Source: an optimization exercise on an open RTL-to-GDS flow (aim: small area). Production flows keep margins and buffers that such runs may drop.
The RTL was checked by simulation tests, not by an equivalence proof against the original design.
No activity file was given, so power comes from the tool's default toggle rates.

==> config.mk <==
export PLATFORM = sky130hd
export DESIGN_NAME = net_stack_top
export DESIGN_NICKNAME = net_stack_top
export VERILOG_FILES = /design/flow/design.v
export SDC_FILE = /design/flow/constraint.sdc
export NUM_CORES = 4
export LEC_CHECK = 0
export CAP_MARGIN = 20
export CORE_MARGIN = 2
export CORE_UTILIZATION = 40
export SLEW_MARGIN = 20
==> constraint.sdc <==
create_clock -name core_clock -period 12.0 [get_ports {sys_reset}]
set_input_delay 2.4000 -clock core_clock [delete_from_list [all_inputs] [get_ports {sys_reset}]]
set_output_delay 2.4000 -clock core_clock [all_outputs]
set_load 0.01 [all_outputs]
==> design.v <==
`default_nettype none
package net_pkg;
  typedef struct packed {
    logic [63:0] data;
    logic [7:0]  keep;   
    logic        last;   
  } beat64_t;
  typedef struct packed {
    logic [64*8-1:0] data;
    logic [8*8-1:0]  keep;
    logic                     last;
  } word512_t;
  typedef enum logic {
    PAD_PASS,
    PAD_FILL
  } pad_state_t;
  typedef enum logic [1:0] {
    SEQ_HOLD,
    SEQ_SETTLE,
    SEQ_UP
  } seq_state_t;
endpackage
`default_nettype wire
`timescale 1ns/1ps
`default_nettype none
module net_reset_seq (
  input  wire  sys_reset,
  input  wire  net_clk,
  input  wire  user_rx_reset,
  input  wire  user_tx_reset,
  output logic link_up
);
  localparam int UP = 2 + 2;
  localparam int CNT_W = $clog2(UP + 1);
  localparam logic [CNT_W-1:0] UP_V = UP;
  logic [CNT_W-1:0] cnt_q;
  logic             mac_reset;
  assign mac_reset = user_rx_reset | user_tx_reset;
  assign link_up = (cnt_q == UP_V);
  always_ff @(posedge sys_reset or posedge net_clk) begin
    if (net_clk) begin
      cnt_q <= '0;
    end else if (mac_reset) begin
      cnt_q <= '0;
    end else if (!link_up) begin
      cnt_q <= cnt_q + 1'b1;
    end
  end
endmodule
`default_nettype wire
`timescale 1ns/1ps
`default_nettype none
module tx_width_down (
  input  wire                    sys_reset,
  input  wire                    net_clk,
  input  wire net_pkg::word512_t in_word,
  input  wire                    in_valid,
  output logic                   in_ready,
  output logic [63:0]            out_data,    
  output logic                   out_final,   
  output logic [2:0]             out_code,    
  output logic                   out_last,    
  output logic                   out_valid,
  input  wire                    out_ready
);
  logic [63:0]       data_q [8];
  logic [2:0]        last_lane_q;
  logic [2:0]        code_q;
  logic              last_q;
  logic [2:0]        lane_q;
  logic              ready_en;
  logic              load;
  logic [2:0]        in_last_lane;
  logic [7:0]        in_tail_keep;
  logic [2:0]        in_code;
  logic [7:0]        lane_sel;
  always_comb begin
    in_last_lane = '0;
    for (int i = 1; i < 8; i++) begin
      if (in_word.keep[8*i]) in_last_lane = i[2:0];
    end
  end
  always_comb begin
    in_tail_keep = '0;
    for (int i = 0; i < 8; i++) begin
      if (in_last_lane == i[2:0]) in_tail_keep = in_word.keep[8*i +: 8];
    end
  end
  always_comb begin
    in_code = '0;
    for (int i = 1; i < 8; i++) begin
      if (in_tail_keep[i]) in_code = i[2:0];
    end
  end
  assign out_final = (lane_q == last_lane_q);
  assign out_code = code_q;
  assign out_last = last_q;
  always_comb begin
    for (int i = 0; i < 8; i++) lane_sel[i] = (lane_q == i[2:0]);
  end
  always_comb begin
    out_data = '0;
    for (int i = 0; i < 8; i++) out_data = out_data | (data_q[i] & {64{lane_sel[i]}});
  end
  assign in_ready = ready_en & (~out_valid | (out_ready & out_final));
  assign load = in_valid & in_ready;
  always_ff @(posedge sys_reset or posedge net_clk) begin
    if (net_clk) begin
      ready_en <= 1'b0;
      out_valid <= 1'b0;
      lane_q <= '0;
    end else begin
      ready_en <= 1'b1;
      if (load) begin
        out_valid <= 1'b1;
        lane_q <= '0;
      end else if (out_valid && out_ready) begin
        if (out_final) out_valid <= 1'b0;
        else lane_q <= lane_q + 1'b1;
      end
    end
  end
  always_ff @(posedge sys_reset) begin
    if (load) begin
      for (int i = 0; i < 8; i++) data_q[i] <= in_word.data[64*i +: 64];
      last_lane_q <= in_last_lane;
      code_q <= in_code;
      last_q <= in_word.last;
    end
  end
endmodule
`default_nettype wire
`timescale 1ns/1ps
`default_nettype none
module tx_frame_pad (
  input  wire                   sys_reset,
  input  wire                   net_clk,
  input  wire                   link_up,
  input  wire [63:0]            in_data,
  input  wire                   in_final,
  input  wire [2:0]             in_code,
  input  wire                   in_last,
  input  wire                   in_valid,
  output logic                  in_ready,
  output net_pkg::beat64_t      mac_beat,
  output logic                  mac_valid,
  input  wire                   mac_ready
);
  logic       fill_q;      
  logic [3:0] beats_q;     
  logic       beat_last;   
  logic       at7;         
  logic       short_last;  
  logic       pad;
  logic [7:0] in_keep;
  logic [7:0] byte_en;
  assign beat_last = in_last & in_final;
  assign at7 = (beats_q == 4'd7);
  assign short_last = beat_last & ~beats_q[3] & (~at7 | ~in_code[2] & ~(in_code[1] & in_code[0]));
  assign pad = fill_q | short_last;
  always_comb begin
    for (int i = 0; i < 8; i++) in_keep[i] = ~in_final | (in_code >= i[2:0]);
  end
  assign byte_en = in_keep & {8{~fill_q}};
  always_comb begin
    for (int i = 0; i < 8; i++) mac_beat.data[8*i +: 8] = in_data[8*i +: 8] & {8{byte_en[i]}};
    mac_beat.keep = pad ? (at7 ? 8'h0F : 8'hFF) : in_keep;
    mac_beat.last = pad ? at7 : beat_last;
  end
  assign mac_valid = link_up & (fill_q | in_valid);
  assign in_ready = link_up & ~fill_q & mac_ready;
  always_ff @(posedge sys_reset or posedge net_clk) begin
    if (net_clk) begin
      fill_q <= 1'b0;
      beats_q <= '0;
    end else if (mac_valid && mac_ready) begin
      if (mac_beat.last) begin
        fill_q <= 1'b0;
        beats_q <= '0;
      end else begin
        if (short_last) fill_q <= 1'b1;
        if (!beats_q[3]) beats_q <= beats_q + 1'b1;
      end
    end
  end
endmodule
`default_nettype wire
`timescale 1ns/1ps
`default_nettype none
module rx_beat_fifo (
  input  wire                   sys_reset,
  input  wire                   net_clk,
  input  wire                   link_up,
  input  wire net_pkg::beat64_t in_beat,
  input  wire                   in_valid,
  output logic [63:0]           out_data,
  output logic [2:0]            out_code,
  output logic                  out_last,
  output logic                  out_valid,
  input  wire                   out_ready,
  output logic                  overflow
);
  localparam int DEPTH = 16;
  localparam int PTR_W = $clog2(DEPTH);
  logic [63:0]    data_mem [DEPTH];
  logic [3:0]     meta_mem [DEPTH];   
  logic [PTR_W:0] wr_ptr;   
  logic [PTR_W:0] rd_ptr;
  logic           empty;
  logic           full;
  logic           arrive;
  logic           wr_en;
  logic           rd_en;
  logic [2:0]     in_code;
  logic [DEPTH-1:0] rd_sel;
  logic [DEPTH-1:0] wr_sel;
  logic [3:0]     meta;
  assign empty = (wr_ptr == rd_ptr);
  assign full = (wr_ptr[PTR_W] != rd_ptr[PTR_W]) &&
                (wr_ptr[PTR_W-1:0] == rd_ptr[PTR_W-1:0]);
  assign arrive = in_valid & link_up;   
  assign wr_en = arrive & ~full;
  assign rd_en = out_valid & out_ready;
  always_comb begin
    in_code = '0;
    for (int i = 1; i < 8; i++) begin
      if (in_beat.keep[i]) in_code = i[2:0];
    end
  end
  always_comb begin
    for (int i = 0; i < DEPTH; i++) begin
      rd_sel[i] = (rd_ptr[PTR_W-1:0] == i[PTR_W-1:0]);
      wr_sel[i] = wr_en & (wr_ptr[PTR_W-1:0] == i[PTR_W-1:0]);
    end
  end
  always_comb begin
    out_data = '0;
    meta = '0;
    for (int i = 0; i < DEPTH; i++) begin
      out_data = out_data | (data_mem[i] & {64{rd_sel[i]}});
      meta = meta | (meta_mem[i] & {4{rd_sel[i]}});
    end
  end
  assign out_valid = ~empty;
  assign out_last = meta[3];
  assign out_code = meta[2:0];
  always_ff @(posedge sys_reset or posedge net_clk) begin
    if (net_clk) begin
      wr_ptr <= '0;
      rd_ptr <= '0;
      overflow <= 1'b0;
    end else begin
      if (wr_en) wr_ptr <= wr_ptr + 1'b1;
      if (rd_en) rd_ptr <= rd_ptr + 1'b1;
      if (arrive && full) overflow <= 1'b1;   
    end
  end
  always_ff @(posedge sys_reset) begin
    for (int i = 0; i < DEPTH; i++) begin
      if (wr_sel[i]) begin
        data_mem[i] <= in_beat.data;
        meta_mem[i] <= {in_beat.last, in_code};
      end
    end
  end
endmodule
`default_nettype wire
`timescale 1ns/1ps
`default_nettype none
module rx_width_up (
  input  wire                   sys_reset,
  input  wire                   net_clk,
  input  wire [63:0]            in_data,
  input  wire [2:0]             in_code,
  input  wire                   in_last,
  input  wire                   in_valid,
  output logic                  in_ready,
  output net_pkg::word512_t     out_word,
  output logic                  out_valid,
  input  wire                   out_ready
);
  logic [63:0] data_q [8];
  logic [2:0]  code_q;
  logic        last_q;
  logic [2:0]  lane_q;    
  logic        accept;
  logic        closing;
  assign in_ready = ~out_valid;   
  assign accept = in_valid & in_ready;
  assign closing = in_last | (lane_q == 3'd7);
  always_comb begin
    for (int k = 0; k < 8; k++) begin
      out_word.data[64*k +: 64] = data_q[k];
      for (int j = 0; j < 8; j++) begin
        out_word.keep[8*k + j] = (lane_q > k[2:0]) | ((lane_q == k[2:0]) & (code_q >= j[2:0]));
      end
    end
    out_word.last = last_q;
  end
  always_ff @(posedge sys_reset or posedge net_clk) begin
    if (net_clk) begin
      lane_q <= '0;
      out_valid <= 1'b0;
    end else if (accept) begin
      if (closing) out_valid <= 1'b1;
      else lane_q <= lane_q + 1'b1;
    end else if (out_valid && out_ready) begin
      out_valid <= 1'b0;
      lane_q <= '0;
    end
  end
  always_ff @(posedge sys_reset) begin
    if (accept) begin
      for (int k = 0; k < 8; k++) begin
        if (lane_q == k[2:0]) data_q[k] <= in_data;
      end
      code_q <= in_code;
      last_q <= in_last;
    end
  end
endmodule
`default_nettype wire
`timescale 1ns/1ps
`default_nettype none
module net_stack_top (
  input  wire               sys_reset,
  input  wire               net_clk,
  input  wire               user_rx_reset,
  input  wire               user_tx_reset,
  output logic              network_init_done,
  output logic              rx_overflow,
  input  wire net_pkg::word512_t tx_word,
  input  wire               tx_valid,
  output logic              tx_ready,
  output net_pkg::word512_t rx_word,
  output logic              rx_valid,
  input  wire               rx_ready,
  output net_pkg::beat64_t  mac_tx_beat,
  output logic              mac_tx_valid,
  input  wire               mac_tx_ready,
  input  wire net_pkg::beat64_t mac_rx_beat,
  input  wire               mac_rx_valid
);
  logic [63:0] tx_mid_data;   
  logic        tx_mid_final;
  logic [2:0]  tx_mid_code;
  logic        tx_mid_last;
  logic        tx_mid_valid;
  logic        tx_mid_ready;
  logic [63:0] rx_mid_data;   
  logic [2:0]  rx_mid_code;
  logic        rx_mid_last;
  logic        rx_mid_valid;
  logic        rx_mid_ready;
  net_reset_seq i_reset_seq (
    .sys_reset     (sys_reset),
    .net_clk       (net_clk),
    .user_rx_reset (user_rx_reset),
    .user_tx_reset (user_tx_reset),
    .link_up       (network_init_done)
  );
  tx_width_down i_tx_width_down (
    .sys_reset (sys_reset),
    .net_clk   (net_clk),
    .in_word   (tx_word),
    .in_valid  (tx_valid),
    .in_ready  (tx_ready),
    .out_data  (tx_mid_data),
    .out_final (tx_mid_final),
    .out_code  (tx_mid_code),
    .out_last  (tx_mid_last),
    .out_valid (tx_mid_valid),
    .out_ready (tx_mid_ready)
  );
  tx_frame_pad i_tx_frame_pad (
    .sys_reset (sys_reset),
    .net_clk   (net_clk),
    .link_up   (network_init_done),
    .in_data   (tx_mid_data),
    .in_final  (tx_mid_final),
    .in_code   (tx_mid_code),
    .in_last   (tx_mid_last),
    .in_valid  (tx_mid_valid),
    .in_ready  (tx_mid_ready),
    .mac_beat  (mac_tx_beat),
    .mac_valid (mac_tx_valid),
    .mac_ready (mac_tx_ready)
  );
  rx_beat_fifo i_rx_beat_fifo (
    .sys_reset (sys_reset),
    .net_clk   (net_clk),
    .link_up   (network_init_done),
    .in_beat   (mac_rx_beat),
    .in_valid  (mac_rx_valid),
    .out_data  (rx_mid_data),
    .out_code  (rx_mid_code),
    .out_last  (rx_mid_last),
    .out_valid (rx_mid_valid),
    .out_ready (rx_mid_ready),
    .overflow  (rx_overflow)
  );
  rx_width_up i_rx_width_up (
    .sys_reset (sys_reset),
    .net_clk   (net_clk),
    .in_data   (rx_mid_data),
    .in_code   (rx_mid_code),
    .in_last   (rx_mid_last),
    .in_valid  (rx_mid_valid),
    .in_ready  (rx_mid_ready),
    .out_word  (rx_word),
    .out_valid (rx_valid),
    .out_ready (rx_ready)
  );
endmodule
`default_nettype wire
==> run.sh <==
#!/bin/bash
# synth_recipe.tcl (not shown) runs the flow's synth.tcl, then flattens the netlist and writes it again
# the make line also repeats each setting of config.mk as NAME=value (left out here)
make -C /OpenROAD-flow-scripts/flow DESIGN_CONFIG=/design/flow/config.mk WORK_HOME=/design/flow/orfs CLKGATE_MAP_FILE= SYNTH_SCRIPT=/design/flow/synth_recipe.tcl finish
==> impl_metrics.toml, run 1 <==
[outcome]
status = "complete, no violations"

[clock_tree]
cts-root-buf = "clkbuf_16"
clk_pin_slew_ns = 0.07
clockBufferDepth = 3
holdBufCountCts = 0
postCtsSetupBuffers = 0
insertion_delay_ns = 0.87
ctsResizeCount = 0
htree_levels = 4
cts_tree = "done"
cts_sinks = 2151
numCtsBuffers = 216

[setup_path]
cp-end-kind = "primary output"
startpoint_type = "register"
r2r_setup_slack_ns = 6.76
crit_required_ns = 9.60
crit_fanout = 79
critPathKind = "register to primary output"
cp.arrival_ns = 4.93

[power_and_ir_drop]
p_clk_share_pct = 30.5
power_switching_mw = 6.67
pwr-share-seq_pct = 44.9
power_mw = 21.7
peakVddDrop_uv = 138
p_leak_nw = 32.5
pwr-share-comb_pct = 24.6
swShare_pct = 30.7
intPower_mw = 15.0
p_per_area_nw_per_um2 = 217

[synth]
ys_warn_count = 9
syn_area_per_cell_um2 = 19.2
yosys.cell_types.count = 61
ys_ff_latch = 2151
synth_edf_count = 2123
synthFlopType = "edfxtp_1"
syn_area_um2 = 76800
syn_inst = 4000
ys_seq_area_share_pct = 83.9
postSynth.asyncResetShare_pct = 1.30

[placement]
place_ws_ns = 5.49
dp_hpwl_um = 209000
placed_cell_area_um2 = 92900
io_buffers = 1308
gp_congestion = 0.979
dp.cells = 7657

[layout]
layout_common_cells = "edfxtp_1, clkdlybuf4s50_1, clkbuf_16"
fin_nets = 6045
stdcell_area_um2 = 100000
fin_cells = 8119
layout_commonest_cell = "edfxtp_1"
fill_cells = 15311
drive_above_1_share_pct = 8.64
fin_util_pct = 52.5
area_delta_synth_final_pct = 30.2

[drt]
dr.first_iter.drc_count = 7581
drtPass1Iterations = 13
wl_per_cell_um = 37.8
num_vias = 47846
routed_wl_um = 307000
drc = 0
ant_nets = 0
avgViaCountPerCell = 5.89

[global_route]
grt_usage_pct = 30.5
grt_start_max_net_pins = 175
grt.overflow.total = 0
antenna_found_initial = 135
grt_pass1_vias = 44317
grt.busiest_layer = "met2"
grt_use_met2_pct = 46.6
grt_pass1_wl_um = 402000
met3_usage_pct = 11.4
grtUsageMet1_pct = 39.0

[timing]
finalCritPeriodShare_pct = 61.1
rsz0062_at_grt = "false"
hold_viol_final = 0
setup_ws_ns = 4.67
fin_skew_ns = 0.0875
whs_ns = 0.471
min_period_ns = 7.33
max_slew_margin_pct = 12.4
tns_ns = 0
max_freq_ghz = 0.136
setup_viol = 0
slew_viol_final = 0
worstMarginPinSlew_ns = 1.31

[worst_hold_path]
min_path_type = "register to register"

[floorplan]
core_area_um2 = 190000
io_pins = 1313
dieArea_um2 = 195000
initial_core_util_pct = 40.3
rows = 160
die_h_um = 442
chipWidth_um = 442

[run]
cap_violations = 0
## flip-flops by register name (all words and copies together) (netlist names), 4 cells and up
name / cells
i_rx_beat_fifo.data_mem: 1024
i_rx_width_up.data_q: 512
i_tx_width_down.data_q: 512
i_rx_beat_fifo.meta_mem: 64
i_rx_beat_fifo.rd_ptr: 5
i_rx_beat_fifo.wr_ptr: 5
i_tx_frame_pad.beats_q: 4
## path summary, 6_finish.rpt
| kind | start | endpoint | depth (start not counted) |
|---|---|---|---|
| setup / recovery | i_tx_width_down.lane_q[0]$_DFFE_PP0P_ | mac_tx_beat[61] | 8 |
| hold / removal | i_rx_beat_fifo.overflow$_DFFE_PP0P_ | i_rx_beat_fifo.overflow$_DFFE_PP0P_ | 1 |
| setup reg to reg | i_rx_beat_fifo.rd_ptr[3]$_DFFE_PP0P_ | i_rx_width_up.data_q[7][49]$_DFFE_PP_ | 9 |
| hold reg to reg | i_rx_beat_fifo.overflow$_DFFE_PP0P_ | i_rx_beat_fifo.overflow$_DFFE_PP0P_ | 1 |
| max in group asynchronous | net_clk | i_rx_beat_fifo.rd_ptr[3]$_DFFE_PP0P_ | 3 |
| min in group asynchronous | net_clk | i_tx_frame_pad.beats_q[1]$_DFFE_PP0P_ | 3 |
## critical path: stages (launching register included)
cell	delay, ns
dfrtp_1	0.46
inv_1	0.24
ha_4	0.55
buf_4	0.85
nor2b_2	0.46
buf_4	0.37
a222oi_1	0.14
a21oi_1	0.33
clkdlybuf4s50_1	0.60
## metal layers
metal	up-vias	share of wire (%)
met5	-	0.11
li1	19437	-
met3	535	12
met4	52	4.3
met1	24694	37
met2	3128	46
## Yosys cell counts, drive strengths merged (53+ instances only)
library cell | count | area [um^2]
a21o | 60 | 450
a21oi | 137 | 686
a221oi | 137 | 1200
a222oi | 177 | 1770
a22o | 65 | 569
a22oi | 212 | 1590
buf | 79 | 378
clkbuf | 162 | 608
edfxtp | 2123 | 63800
mux2i | 83 | 831
nand2 | 160 | 603
nand3 | 53 | 265
nor2 | 66 | 258
o21ai | 86 | 434
## cells by family after synthesis
group / after synthesis / share of synthesized area (%)
other: 1 / 0.00488
AND/OR/NAND/NOR: 464 / 3.01
buffers and inverters: 276 / 1.45
AO/OA/AOI/OAI: 966 / 9.67
multiplexers: 101 / 1.35
adder cells (fa/ha/maj): 23 / 0.375
XOR/XNOR: 18 / 0.205
flip-flops: 2151 / 83.9
## area by class of cell
class / instances / area (um^2) / share of cell area (%)
inverter: 35 / 135 / 0.135
tap: 2511 / 3140 / 3.14
clock buffer: 262 / 5610 / 5.61
clock inverter: 134 / 1360 / 1.36
timing repair buffer: 1385 / 13700 / 13.7
sequential: 2151 / 64500 / 64.5
multi-input combinational: 1575 / 11400 / 11.4
antenna: 66 / 165 / 0.165
## power groups by stage
stage	Clock, mW	Combinational (mW)	Sequential (mW)
floorplan	0	2.10	10.0
global placement	0	5.31	9.88
detailed placement	0	5.36	9.90
CTS	6.72	5.38	9.74
global route	7.01	5.60	9.78
finish	6.63	5.34	9.74
==> run 2: changes to the inputs <==
--- a/design.v
+++ b/design.v
@@ -65,6 +65,6 @@
 );
   logic [63:0]       data_q [8];
-  logic [2:0]        last_lane_q;
-  logic [2:0]        code_q;
+  logic              part_q;
+  logic [2:0]        last_lane;
   logic              last_q;
   logic [2:0]        lane_q;
@@ -93,6 +93,7 @@
     end
   end
-  assign out_final = (lane_q == last_lane_q);
-  assign out_code = code_q;
+  assign last_lane = part_q ? data_q[7][61:59] : 3'd7;
+  assign out_final = (lane_q == last_lane);
+  assign out_code = part_q ? data_q[7][58:56] : 3'd7;
   assign out_last = last_q;
   always_comb begin
@@ -124,6 +125,6 @@
     if (load) begin
       for (int i = 0; i < 8; i++) data_q[i] <= in_word.data[64*i +: 64];
-      last_lane_q <= in_last_lane;
-      code_q <= in_code;
+      if (!in_word.keep[63]) data_q[7][61:56] <= {in_last_lane, in_code};
+      part_q <= ~in_word.keep[63];
       last_q <= in_word.last;
     end
@@ -204,5 +205,5 @@
   localparam int PTR_W = $clog2(DEPTH);
   logic [63:0]    data_mem [DEPTH];
-  logic [3:0]     meta_mem [DEPTH];   
+  logic [1:0]     meta_mem [DEPTH];   
   logic [PTR_W:0] wr_ptr;   
   logic [PTR_W:0] rd_ptr;
@@ -215,5 +216,8 @@
   logic [DEPTH-1:0] rd_sel;
   logic [DEPTH-1:0] wr_sel;
-  logic [3:0]     meta;
+  logic [1:0]     meta;
+  logic           in_part;
+  logic [63:0]    in_data;
+  logic [63:0]    rd_data;
   assign empty = (wr_ptr == rd_ptr);
   assign full = (wr_ptr[PTR_W] != rd_ptr[PTR_W]) &&
@@ -228,4 +232,9 @@
     end
   end
+  assign in_part = ~in_beat.keep[7];
+  always_comb begin
+    in_data = in_beat.data;
+    if (in_part) in_data[58:56] = in_code;
+  end
   always_comb begin
     for (int i = 0; i < DEPTH; i++) begin
@@ -235,14 +244,15 @@
   end
   always_comb begin
-    out_data = '0;
+    rd_data = '0;
     meta = '0;
     for (int i = 0; i < DEPTH; i++) begin
-      out_data = out_data | (data_mem[i] & {64{rd_sel[i]}});
-      meta = meta | (meta_mem[i] & {4{rd_sel[i]}});
+      rd_data = rd_data | (data_mem[i] & {64{rd_sel[i]}});
+      meta = meta | (meta_mem[i] & {2{rd_sel[i]}});
     end
   end
   assign out_valid = ~empty;
-  assign out_last = meta[3];
-  assign out_code = meta[2:0];
+  assign out_data = rd_data;
+  assign out_last = meta[1];
+  assign out_code = meta[0] ? rd_data[58:56] : 3'd7;
   always_ff @(posedge sys_reset or posedge net_clk) begin
     if (net_clk) begin
@@ -259,6 +269,6 @@
     for (int i = 0; i < DEPTH; i++) begin
       if (wr_sel[i]) begin
-        data_mem[i] <= in_beat.data;
-        meta_mem[i] <= {in_beat.last, in_code};
+        data_mem[i] <= in_data;
+        meta_mem[i] <= {in_beat.last, in_part};
       end
     end
==> flow/run.sh (new file) <==
#!/bin/bash
# The standard layout (standard.sh, the standard flow's own ORFS run, synthesis included
# and unchanged) with one change: the buffers placed on the ports are the
# smallest buffer, sky130_fd_sc_hd__buf_1, instead of the cell buffer_ports
# picks by itself. make's full output goes to standard.log; ORFS keeps each
# step's log under orfs/logs/.
set -euo pipefail
cd "$(dirname "$0")/.."
export BUFFER_PORTS_ARGS="-buffer_cell sky130_fd_sc_hd__buf_1"
bash standard.sh > standard.log 2>&1
==> standard.sh (new file) <==
#!/bin/bash
# synth_recipe.tcl (not shown) runs the flow's synth.tcl, then flattens the netlist and writes it again
# the make line also repeats each setting of config.mk as NAME=value (left out here)
make -C /OpenROAD-flow-scripts/flow DESIGN_CONFIG=/design/flow/config.mk WORK_HOME=/design/flow/orfs CLKGATE_MAP_FILE= SYNTH_SCRIPT=/design/flow/synth_recipe.tcl "${@:-finish}"
removed: run.sh
==> run 2 against run 1 <==
  * Still clean on timing, DRC and antenna
  * First-iteration DRC count is 11% lower
  * Die area is 1.7% lower
  * Via count decreased by 0.84%
  * Flip-flop and latch count fell by 37
  * Critical path depth did not move
  * Synthesized cell count shrank 2.8%
  * Cell area is 9.2% lower
  * Power down 6.5%
  * Clock skew decreased by 0.015 ns
  * Maximum frequency up 4.6%
  * Sequential power fell by 3.6%
  * Wire length is 3.3% lower
  * Highest routed layer unchanged
==> impl_metrics.toml, run 2 <==
[synth]
ys_ff_latch = 2114
synthTopCellsByCount = "edfxtp_1, a222oi_1, clkbuf_1, a221oi_1, a22oi_1"
synth_top_family_by_area = "compound AO/OA/AOI/OAI gates"
syn_inst = 3890
synth_top_area_share_pct = 83.0
synthMuxAreaShare_pct = 0.750
postSynth.asyncResetShare_pct = 1.32
ys_warn_count = 9
yosys.cell_types.count = 74
syn_area_um2 = 75400
synthSimpleGateAreaFrac_pct = 2.91
synth_fa_ha_area_share_pct = 0.365
synth.most_common_cell = "edfxtp_1"
synth_xor_area_share_pct = 0.209
synthFlopType = "edfxtp_1"
ys_seq_area_share_pct = 84.0
yosysTopAreaCell = "edfxtp_1"
synth_edf_count = 2086
synth_area_leaders = "edfxtp_1, a222oi_1, a221oi_1, a22oi_1, a22o_1"
syn_area_per_cell_um2 = 19.4
synth_compound_area_share_pct = 10.3

[layout]
layout_common_cells = "edfxtp_1, buf_1, clkbuf_16"
top_regs = "i_rx_beat_fifo.data_mem (1024), i_rx_width_up.data_q (512), i_tx_width_down.data_q (512)"
fill_cells = 15941
drive_above_1_share_pct = 9.31
largest_register_ffs = 1024
area_delta_synth_final_pct = 20.3
layout_commonest_cell = "edfxtp_1"
largest_register = "i_rx_beat_fifo.data_mem"
fin_nets = 5966

[setup_path]
critPathKind = "register to primary output"
crit_path_max_incr_delay_ns = 0.74
r2r_cells = 7
critPathTopFamily = "buffers and inverters"
crit_required_ns = 9.60
r2r_setup_slack_ns = 6.58
cp-end-kind = "primary output"
critPathSlowestCell = "ha_4"
cp_common_cell = "buf_4"
crit_cells = 8
crit_fanout = 51
cp_num_buf_inv = 4
cp.arrival_ns = 4.61
r2r_start = "i_rx_beat_fifo.rd_ptr[3]$_DFFE_PP0P_"
timing.rr.end = "i_rx_width_up.data_q[0][0]$_DFFE_PP_"
crit_chain = "inv_1 -> ha_4 -> buf_4 -> nor2b_1 -> buf_4 -> a22oi_1 -> a31oi_1 -> buf_1"
startpoint_type = "register"

[timing]
max_slew_margin_pct = 5.57
finalCritPeriodShare_pct = 58.4
min_period_ns = 7.01
setup_viol = 0
setup_ws_ns = 4.99
whs_ns = 0.463
fin_skew_ns = 0.0724
hold_viol_final = 0
worstMarginPinSlew_ns = 1.42
max_freq_ghz = 0.143
tns_ns = 0
slew_viol_final = 0
rsz0062_at_grt = "false"

[worst_hold_path]
min_delay_worst_endpoint = "i_rx_beat_fifo.overflow$_DFFE_PP0P_"
min_path_type = "register to register"
worstHoldPathCells = 1
min-delay-start = "i_rx_beat_fifo.overflow$_DFFE_PP0P_"

[outcome]
status = "complete, no violations"

[placement]
dp_hpwl_um = 200000
place_ws_ns = 5.90
io_buffers = 1308
gp_congestion = 1.01

[floorplan]
initial_core_util_pct = 40.2
chipWidth_um = 438
die_h_um = 438
rows = 159
core_area_um2 = 188000
dieArea_um2 = 192000
io_pins = 1313

[power_and_ir_drop]
power_mw = 20.3
peakVddDrop_uv = 198
p_leak_nw = 28.5
p_per_area_nw_per_um2 = 224

[run]
cap_violations = 0

[drt]
avgViaCountPerCell = 5.91
wl_per_cell_um = 37.0
drc = 0
dr.first_iter.drc_count = 6761
drtPass1Iterations = 14
routed_wl_um = 297000
ant_nets = 0
num_vias = 47445

[global_route]
grt.overflow.total = 0
grt_pass1_vias = 44221
grt_pass1_wl_um = 390000
grt_usage_pct = 30.1
grt_start_max_net_pins = 169
antenna_found_initial = 111

[clock_tree]
numCtsBuffers = 213
holdBufCountCts = 0
ctsResizeCount = 0
htree_levels = 4
cts_sinks = 2114
clk_pin_slew_ns = 0.06
cts-root-buf = "clkbuf_16"
clockBufferDepth = 3
cts_tree = "done"
insertion_delay_ns = 0.86
postCtsSetupBuffers = 0
==> run 2: report_power, final <==
group | internal (mW) | total, mW | switching (mW)
Clock | 3.70 | 6.57 | 2.87
Combinational | 1.03 | 4.35 | 3.32
Sequential | 9.22 | 9.39 | 0.172
==> run 2: per-layer routing <==
layer	vias to the layer above	wire length [um]	track usage [%]
li1	19217	-	-
met1	24573	108000	37.5
met2	3105	140000	47.3
met3	528	36200	11.0
met4	22	13000	12.9
met5	-	162	0
==> run 2: worst register-to-register path, cell delays in order, from the launching register on <==
cell and delay [ns]:
dfrtp_4 0.74, buf_4 0.65, nor2b_2 0.83, buf_4 0.43, and2_2 0.77, buf_4 0.61, a22oi_1 0.21, nand4_1 0.80
==> run 2: kinds of logic after synthesis <==
family,after synthesis
buffers and inverters,284
XOR/XNOR,18
AND/OR/NAND/NOR,425
adder cells (fa/ha/maj),22
flip-flops,2114
AO/OA/AOI/OAI,971
multiplexers,55
other,1
==> run 2: area by class of cell <==
cell class                 instances  area (um^2)  area share [%]
tap                             2495         3120            3.44
antenna                           72          180           0.198
clock buffer                     258         5520            6.08
clock inverter                   138         1370            1.51
sequential                      2114        63400            69.8
multi-input combinational       1494        11300            12.4
timing repair buffer            1422         5820            6.41
inverter                          41          154           0.170
==> run 2: metrics by stage <==
stage	cell area (um^2)	util (%)	cells
after detailed placement	83600	44.6	7560
final	90800	48.4	8034
after CTS	90500	48.3	7956
after global routing	90700	48.3	8002
after floorplan	75500	-	3892
after global placement	83600	44.6	7558
==> run 2: how the worst max path moves through the flow <==
stage                                               start                                     end
floorplan                                    mac_tx_ready  i_tx_width_down.data_q[0][0]$_DFFE_PP_
global placement    i_tx_width_down.lane_q[0]$_DFFE_PP0P_                         mac_tx_beat[15]
detailed placement  i_tx_width_down.lane_q[0]$_DFFE_PP0P_                         mac_tx_beat[15]
CTS                 i_tx_width_down.lane_q[0]$_DFFE_PP0P_                         mac_tx_beat[15]
global route        i_tx_width_down.lane_q[0]$_DFFE_PP0P_                         mac_tx_beat[15]
finish              i_tx_width_down.lane_q[0]$_DFFE_PP0P_                         mac_tx_beat[15]
==> run 3: changes to the inputs <==
--- a/design.v
+++ b/design.v
@@ -57,4 +57,5 @@
   input  wire                    in_valid,
   output logic                   in_ready,
+  input  wire  [7:0]             out_mask_n,  
   output logic [63:0]            out_data,    
   output logic                   out_final,   
@@ -100,7 +101,10 @@
     for (int i = 0; i < 8; i++) lane_sel[i] = (lane_q == i[2:0]);
   end
-  always_comb begin
-    out_data = '0;
-    for (int i = 0; i < 8; i++) out_data = out_data | (data_q[i] & {64{lane_sel[i]}});
+  for (genvar b = 0; b < 64; b++) begin : g_out
+    logic [7:0] col;
+    for (genvar i = 0; i < 8; i++) begin : g_col
+      assign col[i] = data_q[i][b];
+    end
+    ns_sel8m u_sel (.d(col), .s(lane_sel), .mn(out_mask_n[b/8]), .y(out_data[b]));
   end
   assign in_ready = ready_en & (~out_valid | (out_ready & out_final));
@@ -138,5 +142,5 @@
   input  wire                   net_clk,
   input  wire                   link_up,
-  input  wire [63:0]            in_data,
+  output logic [7:0]            in_mask_n,   
   input  wire                   in_final,
   input  wire [2:0]             in_code,
@@ -144,5 +148,6 @@
   input  wire                   in_valid,
   output logic                  in_ready,
-  output net_pkg::beat64_t      mac_beat,
+  output logic [7:0]            mac_keep,    
+  output logic                  mac_last,
   output logic                  mac_valid,
   input  wire                   mac_ready
@@ -164,9 +169,7 @@
   end
   assign byte_en = in_keep & {8{~fill_q}};
-  always_comb begin
-    for (int i = 0; i < 8; i++) mac_beat.data[8*i +: 8] = in_data[8*i +: 8] & {8{byte_en[i]}};
-    mac_beat.keep = pad ? (at7 ? 8'h0F : 8'hFF) : in_keep;
-    mac_beat.last = pad ? at7 : beat_last;
-  end
+  assign in_mask_n = ~byte_en;
+  assign mac_keep = pad ? (at7 ? 8'h0F : 8'hFF) : in_keep;
+  assign mac_last = pad ? at7 : beat_last;
   assign mac_valid = link_up & (fill_q | in_valid);
   assign in_ready = link_up & ~fill_q & mac_ready;
@@ -176,5 +179,5 @@
       beats_q <= '0;
     end else if (mac_valid && mac_ready) begin
-      if (mac_beat.last) begin
+      if (mac_last) begin
         fill_q <= 1'b0;
         beats_q <= '0;
@@ -243,10 +246,17 @@
     end
   end
-  always_comb begin
-    rd_data = '0;
-    meta = '0;
-    for (int i = 0; i < DEPTH; i++) begin
-      rd_data = rd_data | (data_mem[i] & {64{rd_sel[i]}});
-      meta = meta | (meta_mem[i] & {2{rd_sel[i]}});
+  for (genvar b = 0; b < 66; b++) begin : g_rd
+    logic [DEPTH-1:0] col;
+    for (genvar i = 0; i < DEPTH; i++) begin : g_col
+      if (b < 64) begin : g_d
+        assign col[i] = data_mem[i][b];
+      end else begin : g_m
+        assign col[i] = meta_mem[i][b-64];
+      end
+    end
+    if (b < 64) begin : g_od
+      ns_sel16 u_sel (.d(col), .s(rd_sel), .y(rd_data[b]));
+    end else begin : g_om
+      ns_sel16 u_sel (.d(col), .s(rd_sel), .y(meta[b-64]));
     end
   end
@@ -353,4 +363,5 @@
 );
   logic [63:0] tx_mid_data;   
+  logic [7:0]  tx_mid_mask_n;
   logic        tx_mid_final;
   logic [2:0]  tx_mid_code;
@@ -376,4 +387,5 @@
     .in_valid  (tx_valid),
     .in_ready  (tx_ready),
+    .out_mask_n(tx_mid_mask_n),
     .out_data  (tx_mid_data),
     .out_final (tx_mid_final),
@@ -383,9 +395,10 @@
     .out_ready (tx_mid_ready)
   );
+  assign mac_tx_beat.data = tx_mid_data;   
   tx_frame_pad i_tx_frame_pad (
     .sys_reset (sys_reset),
     .net_clk   (net_clk),
     .link_up   (network_init_done),
-    .in_data   (tx_mid_data),
+    .in_mask_n (tx_mid_mask_n),
     .in_final  (tx_mid_final),
     .in_code   (tx_mid_code),
@@ -393,5 +406,6 @@
     .in_valid  (tx_mid_valid),
     .in_ready  (tx_mid_ready),
-    .mac_beat  (mac_tx_beat),
+    .mac_keep  (mac_tx_beat.keep),
+    .mac_last  (mac_tx_beat.last),
     .mac_valid (mac_tx_valid),
     .mac_ready (mac_tx_ready)
@@ -424,2 +438,69 @@
 endmodule
 `default_nettype wire
+`default_nettype none
+module ns_aoi222 (
+  input  wire a0, b0, a1, b1, a2, b2,
+  output wire y
+);
+  assign y = ~((a0 & b0) | (a1 & b1) | (a2 & b2));
+endmodule
+module ns_nand2 (
+  input  wire a, b,
+  output wire y
+);
+  assign y = ~(a & b);
+endmodule
+module ns_nand3 (
+  input  wire a, b, c,
+  output wire y
+);
+  assign y = ~(a & b & c);
+endmodule
+module ns_or2 (
+  input  wire a, b,
+  output wire y
+);
+  assign y = a | b;
+endmodule
+module ns_aoi22 (
+  input  wire a0, b0, a1, b1,
+  output wire y
+);
+  assign y = ~((a0 & b0) | (a1 & b1));
+endmodule
+module ns_a31oi (
+  input  wire a0, a1, a2, b,
+  output wire y
+);
+  assign y = ~((a0 & a1 & a2) | b);
+endmodule
+module ns_sel16 (
+  input  wire [15:0] d,
+  input  wire [15:0] s,
+  output wire        y
+);
+  wire [5:0] x;
+  wire [1:0] z;
+  ns_aoi222 u_x0 (.a0(d[0]),  .b0(s[0]),  .a1(d[1]),  .b1(s[1]),  .a2(d[2]),  .b2(s[2]),  .y(x[0]));
+  ns_aoi222 u_x1 (.a0(d[3]),  .b0(s[3]),  .a1(d[4]),  .b1(s[4]),  .a2(d[5]),  .b2(s[5]),  .y(x[1]));
+  ns_aoi222 u_x2 (.a0(d[6]),  .b0(s[6]),  .a1(d[7]),  .b1(s[7]),  .a2(d[8]),  .b2(s[8]),  .y(x[2]));
+  ns_aoi222 u_x3 (.a0(d[9]),  .b0(s[9]),  .a1(d[10]), .b1(s[10]), .a2(d[11]), .b2(s[11]), .y(x[3]));
+  ns_aoi222 u_x4 (.a0(d[12]), .b0(s[12]), .a1(d[13]), .b1(s[13]), .a2(d[14]), .b2(s[14]), .y(x[4]));
+  ns_nand2  u_x5 (.a(d[15]), .b(s[15]), .y(x[5]));
+  ns_nand3  u_z0 (.a(x[0]), .b(x[1]), .c(x[2]), .y(z[0]));
+  ns_nand3  u_z1 (.a(x[3]), .b(x[4]), .c(x[5]), .y(z[1]));
+  ns_or2    u_y  (.a(z[0]), .b(z[1]), .y(y));
+endmodule
+module ns_sel8m (
+  input  wire [7:0] d,
+  input  wire [7:0] s,
+  input  wire       mn,
+  output wire       y
+);
+  wire [2:0] x;
+  ns_aoi222 u_x0 (.a0(d[0]), .b0(s[0]), .a1(d[1]), .b1(s[1]), .a2(d[2]), .b2(s[2]), .y(x[0]));
+  ns_aoi222 u_x1 (.a0(d[3]), .b0(s[3]), .a1(d[4]), .b1(s[4]), .a2(d[5]), .b2(s[5]), .y(x[1]));
+  ns_aoi22  u_x2 (.a0(d[6]), .b0(s[6]), .a1(d[7]), .b1(s[7]), .y(x[2]));
+  ns_a31oi  u_y  (.a0(x[0]), .a1(x[1]), .a2(x[2]), .b(mn), .y(y));
+endmodule
+`default_nettype wire
==> flow/run.sh (replaced) <==
#!/bin/bash
# The standard layout (standard.sh: the standard flow's own ORFS run, its synthesis
# unchanged) with two changes:
#  - the buffers put on the ports are sky130_fd_sc_hd__buf_1, the smallest
#    buffer, rather than the cell buffer_ports picks by itself;
#  - clock tree synthesis clusters up to 15 flip-flops within 60 um on each
#    clkbuf_8 leaf buffer and inserts no dummy loads;
#  - after global routing, repair_timing -recover_power downsizes gates on
#    paths with positive slack (ORFS's RECOVER_POWER).
# make's full output goes to standard.log; ORFS keeps each step's own log
# under orfs/logs/.
set -euo pipefail
cd "$(dirname "$0")/.."
export BUFFER_PORTS_ARGS="-buffer_cell sky130_fd_sc_hd__buf_1"
export CTS_ARGS="-sink_clustering_enable -repair_clock_nets -dont_use_dummy_load -buf_list sky130_fd_sc_hd__clkbuf_8 -sink_clustering_size 15 -sink_clustering_max_diameter 60"
export RECOVER_POWER=100
bash standard.sh > standard.log 2>&1
--- a/config.mk
+++ b/config.mk
@@ -10,2 +10,4 @@
 export CORE_UTILIZATION = 40
 export SLEW_MARGIN = 20
+export SYNTH_HIERARCHICAL = 1
+export SYNTH_MINIMUM_KEEP_SIZE = 0
==> run 3 against run 2 <==
  * The layout now fails its checks (capacitance limit, slew limit)
  * Maximum frequency decreased by 18%
  * Cell count decreased by 6.3%
  * Wire length decreased by 9.2%
  * Clock power decreased by 46%
  * Critical endpoint is now mac_tx_beat[54]
==> impl_metrics.toml, run 3 <==
[drt]
ant_nets = 0
wl_per_cell_um = 35.8
num_vias = 44443
routed_wl_um = 270000
dr.first_iter.drc_count = 7274
drc = 0
avgViaCountPerCell = 5.90
drtPass1Iterations = 13

[outcome]
status = "complete, but fails checks"
so.violations = "capacitance limit, slew limit"

[floorplan]
chipWidth_um = 433
initial_core_util_pct = 40.2
dieArea_um2 = 188000
core_area_um2 = 183000
rows = 157
io_pins = 1313
die_h_um = 433

[setup_path]
critPathKind = "register to primary output"
critPathSlowestCell = "and2_0"
cp-end-kind = "primary output"
crit_path_max_incr_delay_ns = 2.25
critPathTopFamily = "simple AND/OR/NAND/NOR gates"
cp.arrival_ns = 6.19
crit_required_ns = 9.60
crit_chain = "and2_0 -> buf_4 -> a22oi_1 -> a31oi_1 -> buf_1"
cp_num_buf_inv = 2
crit_fanout = 34
startpoint_type = "register"

[global_route]
grt_usage_pct = 27.5
grtUsageMet1_pct = 34.5
grt.overflow.total = 0
grt_pass1_wl_um = 351000
grt.busiest_layer = "met2"
antenna_found_initial = 113
grt_pass1_vias = 41358
grt_use_met2_pct = 43.7
met3_usage_pct = 9.06
grt_start_max_net_pins = 159

[clock_tree]
ctsResizeCount = 0
cts_sinks = 2114
htree_levels = 4
insertion_delay_ns = 0.98
clk_pin_slew_ns = 0.08
cts-root-buf = "clkbuf_8"
holdBufCountCts = 0
postCtsSetupBuffers = 0
numCtsBuffers = 178
cts_tree = "done"
clockBufferDepth = 3

[worst_hold_path]
min_path_type = "register to register"

[synth]
ys_seq_area_share_pct = 86.0
synthTopCellsByCount = "edfxtp_1, a222oi_1, nand3_1, nand2_1, a31oi_1"
synthFlopType = "edfxtp_1"
syn_area_per_cell_um2 = 21.4
synth_top_area_share_pct = 85.1
yosys.cell_types.count = 91
ys_ff_latch = 2114
syn_inst = 3445
synth_edf_count = 2086
ys_warn_count = 15
synth.most_common_cell = "edfxtp_1"
synth_area_leaders = "edfxtp_1, a222oi_1, a22oi_2, nand3_1, dfrtp_1"
syn_area_um2 = 73600
postSynth.asyncResetShare_pct = 1.32
yosysTopAreaCell = "edfxtp_1"

[layout]
register_area_um2 = 63300
area_delta_synth_final_pct = 14.5
largest_register = "i_rx_beat_fifo.data_mem"
fin_util_pct = 46.1
layout_common_cells = "edfxtp_1, buf_1, a222oi_1"
fill_cells = 15969
layout_commonest_cell = "edfxtp_1"
multi_input_area_um2 = 9740
top_regs = "i_rx_beat_fifo.data_mem (1024), i_rx_width_up.data_q (512), i_tx_width_down.data_q (512)"
fin_nets = 5672
largest_register_ffs = 1024
drive_above_1_share_pct = 5.79

[power_and_ir_drop]
p_per_area_nw_per_um2 = 201
power_mw = 17.0
p_leak_nw = 25.4
peakVddDrop_uv = 136

[timing]
min_period_ns = 8.59
worstMarginPinSlew_ns = 4.88
max_freq_ghz = 0.116
whs_ns = 0.482
slew_viol_final = 2084
tns_ns = 0
setup_viol = 0
max_slew_margin_pct = -226
hold_viol_final = 0
fin_skew_ns = 0.136
finalCritPeriodShare_pct = 71.6
rsz0062_at_grt = "false"

[placement]
gp_congestion = 0.948
dp_hpwl_um = 183000
io_buffers = 1308

[run]
cap_violations = 60
run 3: changes by cell type after synthesis, moves of 46 or more:
cell      previous run  this run
a221oi_1           165         5
a222oi_1           203       458
clkbuf_1           170         8
a21oi_1            119        45
or2_1                0        66
a22oi_2              0        64
o21ai_0             73        15
a22o_1             113         2
a31oi_1             19        67
nand3_1             45       142
a21o_1              56        10
a22oi_1            133         2
run 3: cell type report:
class	count	share of cell area, %
repair buffers	1395	6.39
well taps	2464	3.66
clock buffers	178	2.90
multi-input cells	1265	11.6
flip-flops and latches	2114	75.1
inverters	38	0.169
diodes	77	0.228
run 3: worst paths after layout:
check	to	slack, ns	start	depth (start not counted)
max	mac_tx_beat[54]	3.41	i_tx_width_down.lane_q[2]$_DFFE_PP0P_	5
min	i_rx_beat_fifo.overflow$_DFFE_PP0P_	0.48	i_rx_beat_fifo.overflow$_DFFE_PP0P_	1
max reg2reg	i_tx_width_down.data_q[0][11]$_DFFE_PP_	3.54	i_reset_seq.cnt_q[0]$_DFFE_PP0P_	10
min reg2reg	i_rx_beat_fifo.overflow$_DFFE_PP0P_	0.48	i_rx_beat_fifo.overflow$_DFFE_PP0P_	1
max in group asynchronous	i_rx_beat_fifo.wr_ptr[1]$_DFFE_PP0P_	9.75	net_clk	2
min in group asynchronous	i_rx_width_up.out_valid$_DFFE_PP0P_	1.76	net_clk	2
run 3: kinds of logic after synthesis:
group / count (synthesis) / synth area share, %
and+or+nand+nor: 475 / 3.40
adders and majority gates: 22 / 0.374
muxes: 17 / 0.299
other: 3 / 0.0153
AOI/OAI and AO/OA: 733 / 9.24
DFF: 2114 / 86.0
buffers and inverters: 66 / 0.449
xor gates and xnor gates: 15 / 0.199
run 3: routing by layer:
layer,up-vias,share of wire [%]
met5,-,0.076
li1,18126,-
met3,460,12
met4,34,3.8
met1,23027,36
met2,2796,48
run 3: where the power goes:
part / leakage [nW] / internal, mW / switching [mW]
clock: 1.28 / 1.32 / 2.22
combinational: 4.95 / 0.882 / 3.06
sequential: 19.2 / 9.34 / 0.159
run 3: Yosys stat by module, one instance, submodules excluded, a selection:
module	area (um^2)	cells
ns_aoi22	12.5	1
tx_width_down	16700	674
ns_a31oi	6.26	1
ns_nand3	5.00	1
ns_or2	6.26	1
rx_beat_fifo	32800	1178
tx_frame_pad	563	67
net_reset_seq	188	18
ns_nand2	3.75	1
ns_aoi222	10.0	1
rx_width_up	16300	658
run 3: worst register-to-register path, stage by stage, from the launching register on:
cell and delay, ns:
dfrtp_1 0.41, inv_1 0.07, ha_1 0.25, and2_0 0.87, nand2_1 0.13, nor2_1 0.18
inv_1 0.05, o31ai_1 0.36, nor2b_1 1.63, clkbuf_2 3.00, buf_4 1.10
run 3: through the flow:
| step | std cells | setup WS, ns | cell area [um^2] |
|---|---|---|---|
| finish | 7531 | 3.41 | 84300 |
| global route | 7506 | 2.83 | 84300 |
| CTS | 7454 | 5.24 | 84800 |
| detailed placement | 7276 | 5.95 | 82300 |
| global placement | 7275 | 5.95 | 82300 |
| floorplan | 3445 | 0.816 | 73600 |
==> run 4: changes to the inputs <==
==> flow/run.sh (replaced) <==
#!/bin/bash
# The standard layout (standard.sh: the standard flow's own ORFS run, its synthesis
# unchanged) with two changes:
#  - the buffers put on the ports are sky130_fd_sc_hd__buf_1, the smallest
#    buffer, rather than the cell buffer_ports picks by itself;
#  - clock tree synthesis clusters up to 15 flip-flops within 60 um on each
#    clkbuf_8 leaf buffer and inserts no dummy loads.
# make's full output goes to standard.log; ORFS keeps each step's own log
# under orfs/logs/.
set -euo pipefail
cd "$(dirname "$0")/.."
export BUFFER_PORTS_ARGS="-buffer_cell sky130_fd_sc_hd__buf_1"
export CTS_ARGS="-sink_clustering_enable -repair_clock_nets -dont_use_dummy_load -buf_list sky130_fd_sc_hd__clkbuf_8 -sink_clustering_size 15 -sink_clustering_max_diameter 60"
bash standard.sh > standard.log 2>&1
==> run 4 against run 3 <==
  * Die area unchanged
  * Global-route usage unchanged
  * Combinational power increased by 2%
  * Cell count about the same
  * Highest routed layer unchanged
  * Utilization increased by 0.35 points
  * The run now finishes clean
==> impl_metrics.toml, run 4 <==
[power_and_ir_drop]
p_per_area_nw_per_um2 = 200
peakVddDrop_uv = 136
p_leak_nw = 25.8

[timing]
worstMarginPinSlew_ns = 1.34
finalCritPeriodShare_pct = 58.3
setup_ws_ns = 5.01
whs_ns = 0.481
hold_viol_final = 0
rsz0062_at_grt = "false"
slew_viol_final = 0
min_period_ns = 6.99
max_slew_margin_pct = 10.3
fin_skew_ns = 0.137
setup_viol = 0
max_freq_ghz = 0.143
tns_ns = 0

[setup_path]
startpoint_type = "register"
cp-end-kind = "primary output"
crit_fanout = 34
crit_required_ns = 9.60
cp.arrival_ns = 4.59
critPathKind = "register to primary output"

[clock_tree]
insertion_delay_ns = 0.99
holdBufCountCts = 0
cts-root-buf = "clkbuf_8"
clockBufferDepth = 3
numCtsBuffers = 178
ctsResizeCount = 0
clk_pin_slew_ns = 0.08
cts_sinks = 2114
cts_tree = "done"
postCtsSetupBuffers = 0
htree_levels = 4

[layout]
layout_commonest_cell = "edfxtp_1"
layout_common_cells = "edfxtp_1, buf_1, a222oi_1"
drive_above_1_share_pct = 8.42
top_regs = "i_rx_beat_fifo.data_mem (1024), i_rx_width_up.data_q (512), i_tx_width_down.data_q (512)"
largest_register_ffs = 1024
largest_register = "i_rx_beat_fifo.data_mem"
fin_nets = 5672
stdcell_area_um2 = 85000
area_delta_synth_final_pct = 15.4

[drt]
drtPass1Iterations = 13
wl_per_cell_um = 35.8
dr.first_iter.drc_count = 7607
avgViaCountPerCell = 5.92
routed_wl_um = 270000
num_vias = 44574
ant_nets = 0
drc = 0

[floorplan]
rows = 157
io_pins = 1313
core_area_um2 = 183000
chipWidth_um = 433
dieArea_um2 = 188000
initial_core_util_pct = 40.2
die_h_um = 433

[global_route]
antenna_found_initial = 115
grt_usage_pct = 27.5
grt_start_max_net_pins = 159
grt_pass1_vias = 41358
grt.overflow.total = 0
grt_pass1_wl_um = 351000

[synth]
ys_ff_latch = 2114
syn_area_um2 = 73600
postSynth.asyncResetShare_pct = 1.32
syn_area_per_cell_um2 = 21.4
yosysTopAreaCell = "edfxtp_1"
ys_warn_count = 15
ys_seq_area_share_pct = 86.0
synth_edf_count = 2086
syn_inst = 3445
synth_area_leaders = "edfxtp_1, a222oi_1, a22oi_2, nand3_1, dfrtp_1"
yosys.cell_types.count = 91
synthTopCellsByCount = "edfxtp_1, a222oi_1, nand3_1, nand2_1, a31oi_1"
synth_top_area_share_pct = 85.1
synthFlopType = "edfxtp_1"
synth.most_common_cell = "edfxtp_1"

[placement]
dp_hpwl_um = 183000
gp_congestion = 0.948
io_buffers = 1308
placed_cell_area_um2 = 82300
place_ws_ns = 5.95

[outcome]
status = "complete, no violations"

[worst_hold_path]
min_path_type = "register to register"

[run]
cap_violations = 0
## run 4: critical path: stages, from the launching register on
cell     delay [ns]
dfrtp_1        0.71
and2_4         0.74
buf_4          0.62
a22oi_2        0.31
a31oi_1        1.05
buf_1          0.24
## run 4: per-module statistics from Yosys (local to each module, per instance), excerpt
module	cells inside	copies in the design	flip-flops and latches
net_reset_seq	18	1	3
ns_aoi222	1	458	0
ns_nand3	1	132	0
ns_a31oi	1	64	0
ns_or2	1	66	0
rx_width_up	658	1	520
tx_frame_pad	67	1	5
## run 4: layout make-up
| type | instances | area [um^2] |
|---|---|---|
| inverter | 38 | 143 |
| fill | 15859 | 98100 |
| multi-input combinational | 1265 | 10200 |
| tap | 2464 | 3080 |
| antenna | 76 | 190 |
| sequential | 2114 | 63300 |
| clock buffer | 178 | 2450 |
| timing repair buffer | 1395 | 5580 |
## run 4: power by group
group          internal (mW)  switching, mW
combinational          0.929           3.07
sequential              9.30          0.161
clock                   1.32           2.22
## run 4: path summary, 6_finish.rpt
kind                                                  startpoint                                       to  slack [ns]  cells after the start
setup / recovery           i_tx_width_down.lane_q[2]$_DFFE_PP0P_                          mac_tx_beat[54]        5.01                      5
hold / removal               i_rx_beat_fifo.overflow$_DFFE_PP0P_      i_rx_beat_fifo.overflow$_DFFE_PP0P_        0.48                      1
setup reg to reg                i_reset_seq.cnt_q[0]$_DFFE_PP0P_  i_tx_width_down.data_q[3][22]$_DFFE_PP_        7.34                     10
hold reg to reg              i_rx_beat_fifo.overflow$_DFFE_PP0P_      i_rx_beat_fifo.overflow$_DFFE_PP0P_        0.48                      1
max in group asynchronous                                net_clk     i_rx_beat_fifo.wr_ptr[1]$_DFFE_PP0P_        9.76                      2
min in group asynchronous                                net_clk      i_rx_width_up.out_valid$_DFFE_PP0P_        1.75                      2
## run 4: kinds of logic after synthesis
group                    share of synthesized area, %
flip-flops                                       86.0
AO/OA/AOI/OAI                                    9.24
AND/OR/NAND/NOR                                  3.40
buffers and inverters                           0.449
adder cells (fa/ha/maj)                         0.374
multiplexers                                    0.299
XOR/XNOR                                        0.199
other                                          0.0153
## run 4: through the flow
step | util [%] | total power [mW] | std cells
global route | 46.4 | 17.6 | 7509
floorplan | - | 11.5 | 3445
finish | 46.4 | 17.0 | 7530
CTS | 46.3 | 17.1 | 7454
global placement | 45.0 | 13.6 | 7275
detailed placement | 45.0 | 13.6 | 7276
## run 4: per-layer routing
| layer | wire length, um | GRT usage (%) | up-vias |
|---|---|---|---|
| met3 | 32200 | 9.06 | 477 |
| li1 | - | - | 18125 |
| met4 | 10500 | 11.7 | 32 |
| met1 | 97200 | 34.5 | 23026 |
| met2 | 130000 | 43.7 | 2914 |
| met5 | 191 | 0 | - |
==> run 5: changes to the inputs <==
--- a/design.v
+++ b/design.v
@@ -445,33 +445,16 @@
   assign y = ~((a0 & b0) | (a1 & b1) | (a2 & b2));
 endmodule
-module ns_nand2 (
-  input  wire a, b,
-  output wire y
-);
-  assign y = ~(a & b);
-endmodule
-module ns_nand3 (
-  input  wire a, b, c,
-  output wire y
-);
-  assign y = ~(a & b & c);
-endmodule
-module ns_or2 (
-  input  wire a, b,
-  output wire y
-);
-  assign y = a | b;
-endmodule
-module ns_aoi22 (
-  input  wire a0, b0, a1, b1,
-  output wire y
+module ns_fin16 (
+  input  wire [4:0] x,
+  input  wire       d, s,
+  output wire       y
 );
-  assign y = ~((a0 & b0) | (a1 & b1));
+  assign y = ~(&x & ~(d & s));
 endmodule
-module ns_a31oi (
-  input  wire a0, a1, a2, b,
+module ns_fin8m (
+  input  wire x0, x1, d6, s6, d7, s7, mn,
   output wire y
 );
-  assign y = ~((a0 & a1 & a2) | b);
+  assign y = ~((x0 & x1 & ~((d6 & s6) | (d7 & s7))) | mn);
 endmodule
 module ns_sel16 (
@@ -480,6 +463,5 @@
   output wire        y
 );
-  wire [5:0] x;
-  wire [1:0] z;
+  wire [4:0] x;
   ns_aoi222 u_x0 (.a0(d[0]),  .b0(s[0]),  .a1(d[1]),  .b1(s[1]),  .a2(d[2]),  .b2(s[2]),  .y(x[0]));
   ns_aoi222 u_x1 (.a0(d[3]),  .b0(s[3]),  .a1(d[4]),  .b1(s[4]),  .a2(d[5]),  .b2(s[5]),  .y(x[1]));
@@ -487,8 +469,5 @@
   ns_aoi222 u_x3 (.a0(d[9]),  .b0(s[9]),  .a1(d[10]), .b1(s[10]), .a2(d[11]), .b2(s[11]), .y(x[3]));
   ns_aoi222 u_x4 (.a0(d[12]), .b0(s[12]), .a1(d[13]), .b1(s[13]), .a2(d[14]), .b2(s[14]), .y(x[4]));
-  ns_nand2  u_x5 (.a(d[15]), .b(s[15]), .y(x[5]));
-  ns_nand3  u_z0 (.a(x[0]), .b(x[1]), .c(x[2]), .y(z[0]));
-  ns_nand3  u_z1 (.a(x[3]), .b(x[4]), .c(x[5]), .y(z[1]));
-  ns_or2    u_y  (.a(z[0]), .b(z[1]), .y(y));
+  ns_fin16  u_y  (.x(x), .d(d[15]), .s(s[15]), .y(y));
 endmodule
 module ns_sel8m (
@@ -498,9 +477,8 @@
   output wire       y
 );
-  wire [2:0] x;
+  wire [1:0] x;
   ns_aoi222 u_x0 (.a0(d[0]), .b0(s[0]), .a1(d[1]), .b1(s[1]), .a2(d[2]), .b2(s[2]), .y(x[0]));
   ns_aoi222 u_x1 (.a0(d[3]), .b0(s[3]), .a1(d[4]), .b1(s[4]), .a2(d[5]), .b2(s[5]), .y(x[1]));
-  ns_aoi22  u_x2 (.a0(d[6]), .b0(s[6]), .a1(d[7]), .b1(s[7]), .y(x[2]));
-  ns_a31oi  u_y  (.a0(x[0]), .a1(x[1]), .a2(x[2]), .b(mn), .y(y));
+  ns_fin8m  u_y  (.x0(x[0]), .x1(x[1]), .d6(d[6]), .s6(s[6]), .d7(d[7]), .s7(s[7]), .mn(mn), .y(y));
 endmodule
 `default_nettype wire
==> run 5 against run 4 <==
  * Non-clock buffer count shrank 3
  * Count of clock-buffer cells in the layout shrank 3
  * Worst hold slack lost 0.0055 ns
  * Synthesized cell count shrank 1.9%
  * Critical path type unchanged
==> impl_metrics.toml, run 5 <==
[power_and_ir_drop]
p_clk_share_pct = 20.8
peakVddDrop_uv = 156
swShare_pct = 31.9
p_leak_nw = 25.2
intPower_mw = 11.5
pwr-share-seq_pct = 55.9
pwr-share-comb_pct = 23.3
power_switching_mw = 5.41
p_per_area_nw_per_um2 = 201

[synth]
synthFlopType = "edfxtp_1"
ys_warn_count = 15
synth_top_family_by_area = "compound AO/OA/AOI/OAI gates"
ys_ff_latch = 2114
syn_area_um2 = 73100
synthTopCellsByCount = "edfxtp_1, a222oi_1, nand2_1, and3_1, nand4_1"
ys_seq_area_share_pct = 86.7
synth_top_area_share_pct = 85.7
yosys.cell_types.count = 89
synthSimpleGateAreaFrac_pct = 3.08
syn_inst = 3379
synth_area_leaders = "edfxtp_1, a222oi_1, dfrtp_1, a22oi_1, and3_1"
postSynth.asyncResetShare_pct = 1.32
synth_fa_ha_area_share_pct = 0.377
syn_area_per_cell_um2 = 21.6
synth_xor_area_share_pct = 0.200
synth.most_common_cell = "edfxtp_1"
yosysTopAreaCell = "edfxtp_1"
synth_edf_count = 2086
synth_compound_area_share_pct = 8.88
synthMuxAreaShare_pct = 0.301

[floorplan]
core_area_um2 = 181000
rows = 156
io_pins = 1313
dieArea_um2 = 186000
initial_core_util_pct = 40.3
chipWidth_um = 431
die_h_um = 431

[global_route]
grt_pass1_vias = 41826
antenna_found_initial = 121
grt_usage_pct = 28.1
grt.overflow.total = 0
grt_start_max_net_pins = 177
grt_pass1_wl_um = 357000

[clock_tree]
cts-root-buf = "clkbuf_8"
numCtsBuffers = 175
cts_sinks = 2114
postCtsSetupBuffers = 0
htree_levels = 4
clk_pin_slew_ns = 0.09
ctsResizeCount = 0
holdBufCountCts = 0
clockBufferDepth = 3
cts_tree = "done"
insertion_delay_ns = 0.98

[setup_path]
cp_common_cell = "nand2b_1"
cp.arrival_ns = 4.24
crit_path_max_incr_delay_ns = 0.70
crit_chain = "nand4bb_1 -> o31ai_1 -> a32oi_1 -> nor2_1 -> nand2b_1 -> nand2b_1 -> a21o_1 -> a31oi_1 -> buf_1"
critPathSlowestCell = "dfrtp_1"
startpoint_type = "register"
cp-end-kind = "primary output"
crit_required_ns = 9.60
crit_fanout = 12
critPathKind = "register to primary output"

[drt]
wl_per_cell_um = 37.0
drtPass1Iterations = 11
highest_layer = "met5"
ant_nets = 0
routed_wl_um = 272000
drt-met1-wl_um = 98100
wl_met2_um = 128000
dr_wl_met3_um = 31400
dr.first_iter.drc_count = 7188
drc = 0
avgViaCountPerCell = 6.04
num_vias = 44412

[timing]
rsz0062_at_grt = "false"
fin_skew_ns = 0.119
worstMarginPinSlew_ns = 1.20
tns_ns = 0
max_slew_margin_pct = 19.9
setup_viol = 0
max_freq_ghz = 0.151
min_period_ns = 6.64
hold_viol_final = 0
slew_viol_final = 0
finalCritPeriodShare_pct = 55.3

[layout]
largest_register = "i_rx_beat_fifo.data_mem"
layout_commonest_cell = "edfxtp_1"
fin_nets = 5600
layout_common_cells = "edfxtp_1, buf_1, a222oi_1"
top_regs = "i_rx_beat_fifo.data_mem (1024), i_rx_width_up.data_q (512), i_tx_width_down.data_q (512)"
drive_above_1_share_pct = 7.12
largest_register_ffs = 1024
area_delta_synth_final_pct = 15.3
fin_util_pct = 46.5

[placement]
gp_congestion = 0.986
io_buffers = 1308
dp_hpwl_um = 186000

[worst_hold_path]
min_path_type = "register to register"

[outcome]
status = "complete, no violations"

[run]
cap_violations = 0
==> run 5: logic make-up (layout without fill, tap and decap cells) <==
| family | Yosys count | count (layout) |
|---|---|---|
| other | 3 | 67 |
| DFF | 2114 | 2114 |
| and+or+nand+nor | 409 | 409 |
| xor gates and xnor gates | 15 | 15 |
| adders and majority gates | 22 | 22 |
| buffers and inverters | 66 | 1605 |
| muxes | 17 | 17 |
| AOI/OAI and AO/OA | 733 | 733 |
==> run 5: layout make-up <==
cell class                 instances  area, um^2
fill                           15656       96900
antenna                           64         160
inverter                          38         143
sequential                      2114       63300
tap                             2370        2970
timing repair buffer            1392        5570
multi-input combinational       1199        9650
clock buffer                     175        2410
==> run 5: final timing paths <==
kind                                                  startpoint                                endpoint  slack, ns  depth (start not counted)
max                        i_tx_width_down.lane_q[2]$_DFFE_PP0P_                         mac_tx_beat[53]       5.36                          9
min in group asynchronous                                net_clk     i_rx_width_up.out_valid$_DFFE_PP0P_       1.69                          2
max in group asynchronous                                net_clk    i_rx_beat_fifo.rd_ptr[2]$_DFFE_PP0P_       9.88                          2
min reg2reg                  i_rx_beat_fifo.overflow$_DFFE_PP0P_     i_rx_beat_fifo.overflow$_DFFE_PP0P_       0.48                          1
max reg2reg                     i_reset_seq.cnt_q[0]$_DFFE_PP0P_  i_tx_width_down.data_q[6][0]$_DFFE_PP_       7.27                         10
min                          i_rx_beat_fifo.overflow$_DFFE_PP0P_     i_rx_beat_fifo.overflow$_DFFE_PP0P_       0.48                          1
==> run 5: per-stage QoR <==
stage	cell area, um^2	total power [mW]	instances	setup WS (ns)	hold slack [ns]
floorplan	73100	11.4	3379	0.816	0.500
global placement	81600	13.6	7109	5.92	0.457
detailed placement	81600	13.6	7109	5.97	0.460
CTS	84000	17.0	7284	5.29	0.481
global route	84200	17.5	7320	5.08	0.514
finish	84200	16.9	7352	5.36	0.476
==> run 5: power by group through the flow <==
stage / sequential, mW / combinational, mW / clock [mW]
6_report: 9.47 / 3.95 / 3.52
2_1_floorplan: 9.82 / 1.60 / 0
5_1_grt: 9.52 / 4.17 / 3.82
3_3_place_gp: 9.63 / 3.92 / 0
4_1_cts: 9.48 / 3.97 / 3.59
3_5_place_dp: 9.64 / 3.96 / 0
==> run 5: worst max-delay path: cells and delay by family, from the launching register on <==
family | cells | cell delay [ns]
flops | 1 | 0.70
compound gates | 4 | 0.84
simple gates | 4 | 1.54
buf+inv | 1 | 0.26
==> run 5: per-module statistics from Yosys, one instance, submodules excluded, a selection <==
| module | area [um^2] | times used | cells inside |
|---|---|---|---|
| tx_width_down | 16700 | 1 | 674 |
| net_reset_seq | 188 | 1 | 18 |
| rx_beat_fifo | 32800 | 1 | 1178 |
| ns_aoi222 | 10.0 | 458 | 1 |
| rx_width_up | 16300 | 1 | 658 |
| tx_frame_pad | 563 | 1 | 67 |
| ns_fin16 | 16.3 | 66 | 3 |
| ns_fin8m | 13.8 | 64 | 2 |
==> run 5: layer usage <==
| metal | up-vias | global-route usage [%] |
|---|---|---|
| met3 | 520 | 8.85 |
| met2 | 2884 | 44.6 |
| met1 | 22986 | 35.5 |
| met4 | 48 | 12.8 |
| met5 | - | 0 |
| li1 | 17974 | - |

==> what the ideal ports hide <==
In the flow no input, the clock included, has a driving cell. The finished layouts below were timed again as built, in two steps.
Step 1: set_driving_cell puts a clkbuf_16 on sys_reset and a buf_2 on each other input, an assumption about the parent block.
Step 2 adds t to the input delays and takes it off the output delays; t is the mean of the earliest and latest rising clock arrival at the registers after step 1. Input paths then give back, and output paths get back, about the clock's delay inside the block.
a / b / c = no drivers / after step 1 / after step 2; a / b = the first two.
| run | shift t [ns] | slack for setup (ns) | worst setup path at the end |
|---|---|---|---|
| run 1 | 0.923 | 4.673 / 4.585 / 5.364 | input to output |
| run 2 | 0.927 | 4.994 / 4.894 / 5.821 | register to output |
| run 3 | 1.008 | 3.409 / 3.316 / 2.533 | input to register |
| run 4 | 1.012 | 5.007 / 4.913 / 5.873 | input to register |
| run 5 | 1.016 | 5.362 / 5.269 / 5.818 | input to register |
For run 3, which loses most, drivers alone change the setup slack by -0.093 ns; drivers and shift together by -0.876 ns.
